This design comes from an exercise in tuning for small area and few clock cycles per item on the open sky130 flow, not from production work. The RTL was checked by simulation tests, not by an equivalence proof against the original design.

// yuyv_to_rgb_converter_unit
module yuyv_to_rgb_converter_unit (
    input  logic           i_clk,
    input  logic           i_rst_n,
    input  logic           i_yuyv_valid,
    output logic           o_yuyv_ready,
    input  logic [32:0]    i_yuyv_data,
    output logic           o_rgb_valid,
    input  logic           i_rgb_ready,
    output logic [48:0]    o_rgb_data
);
Size in the first run: roughly 1,200 cells after synthesis, about 84 flip-flops, about 88 I/O pins, ~0.012 mm^2 of cells after synthesis.
Settings: LEC_CHECK=0, CAP_MARGIN=20, CORE_MARGIN=2, CORE_UTILIZATION=60, CTS_BUF_LIST=sky130_fd_sc_hd__clkbuf_8, CTS_CLUSTER_SIZE=30, SLEW_MARGIN=20; clock period 6.5 ns.
standard.sh (not shown) runs the stock make flow with config.mk's settings and CLKGATE_MAP_FILE= SYNTH_SCRIPT=/design/flow/synth_recipe.tcl, a recipe that flattens the netlist after the stock synthesis.
==> flow/flow/run.sh <==
#!/bin/bash
# Standard layout, with the port buffers made from plain buffers
# (sky130_fd_sc_hd__buf_1) instead of the default delay buffer cell.
set -e
export BUFFER_PORTS_ARGS="-buffer_cell sky130_fd_sc_hd__buf_1"
bash standard.sh > standard.log 2>&1
Testbench counts at the start, summed over its fixed seeds: cycles 12,016, items 12,000.
Then changed:
==> flow/run.sh (new file) <==
#!/bin/bash
# synth_recipe.tcl (not shown) runs the flow's synth.tcl, then flattens the netlist and writes it again
# the make line also repeats each setting of config.mk as NAME=value (left out here)
make -C /OpenROAD-flow-scripts/flow DESIGN_CONFIG=/design/flow/config.mk WORK_HOME=/design/flow/orfs CLKGATE_MAP_FILE= SYNTH_SCRIPT=/design/flow/synth_recipe.tcl finish
- CORE_UTILIZATION: 60 -> 40
- CTS_BUF_LIST: sky130_fd_sc_hd__clkbuf_8 -> default
- CTS_CLUSTER_SIZE: 30 -> default
removed: flow/flow/run.sh
removed: flow/standard.sh
=> Cell count is higher by a little under a tenth; setup slack loses 0.047 ns.
Then changed:
==> flow/flow/run.sh (new file) <==
#!/bin/bash
# Standard layout, with the port buffers made from plain buffers
# (sky130_fd_sc_hd__buf_1) instead of the default delay buffer cell.
set -e
export BUFFER_PORTS_ARGS="-buffer_cell sky130_fd_sc_hd__buf_1"
bash standard.sh > standard.log 2>&1
==> flow/standard.sh (new file) <==
#!/bin/bash
# synth_recipe.tcl (not shown) runs the flow's synth.tcl, then flattens the netlist and writes it again
# the make line also repeats each setting of config.mk as NAME=value (left out here)
make -C /OpenROAD-flow-scripts/flow DESIGN_CONFIG=/design/flow/config.mk WORK_HOME=/design/flow/orfs CLKGATE_MAP_FILE= SYNTH_SCRIPT=/design/flow/synth_recipe.tcl "${@:-finish}"
- CORE_UTILIZATION: 40 -> 70
- CTS_BUF_LIST: default -> sky130_fd_sc_hd__clkbuf_8
- CTS_CLUSTER_SIZE: default -> 30
- GPL_ROUTABILITY_DRIVEN: default -> 0
- GPL_TIMING_DRIVEN: default -> 0
removed: flow/run.sh
Effect: Setup slack is worse by 0.094 ns. Die area decreases by well over a third.
Then changed:
- CORE_UTILIZATION: 70 -> 40
- CTS_BUF_LIST: sky130_fd_sc_hd__clkbuf_8 -> default
- CTS_CLUSTER_SIZE: 30 -> default
- GPL_ROUTABILITY_DRIVEN: 0 -> default
- GPL_TIMING_DRIVEN: 0 -> default
Outcome: Area after synthesis does not change. Clock-buffer cell count came out higher by 1. Global-route usage goes down by 12 points. Worst setup slack improved by 0.16 ns. Die area is higher by 72%. Worst hold slack got worse by 0.0087 ns. Sequential share of layout area came out lower by 0.36 points. Via count fell by 2.5%. Wire length came out higher by about 7%.
Then changed:
- CORE_UTILIZATION: 40 -> 70
- CTS_BUF_LIST: default -> sky130_fd_sc_hd__clkbuf_8
- CTS_CLUSTER_SIZE: default -> 30
The changed run went through all stages and came out clean.
Setup slack is worse by 0.012 ns.
Area after synthesis does not change.
Routed wire length decreases by about 5.6%.
Sequential share of layout area increases by 0.57 points.
Critical path depth decreases by 3.
Cell area decreases by about 3%.
Non-clock buffer count decreases by 18.

==> re-timing with driven ports <==
Ports are ideal in the flow. The routed layouts listed here were re-timed in OpenROAD.
Step 1, drivers: a clkbuf_16 drives i_clk and a buf_2 each remaining input, both assumed.
Step 2 times the ports against the registers' clock, not the clock port: input delays grow and output delays shrink by t, the midpoint of the rising clock arrivals with the driver on.
Slacks: ideal ports / drivers / drivers and shift; pairs: ideal ports / drivers.
run | t (ns) | setup WS [ns] | cell pins on the clock port's net
the first run | 0.421 | 0.235 / 0.235 / 0.235 | 1
the second run | 0.417 | 0.189 / 0.189 / 0.189 | 1
the third run | 0.422 | 0.095 / 0.095 / 0.095 | 1
the fourth run | 0.415 | 0.256 / 0.256 / 0.256 | 1
the fifth run | 0.424 | 0.244 / 0.244 / 0.244 | 1
After both steps setup and hold are still met in every run listed.
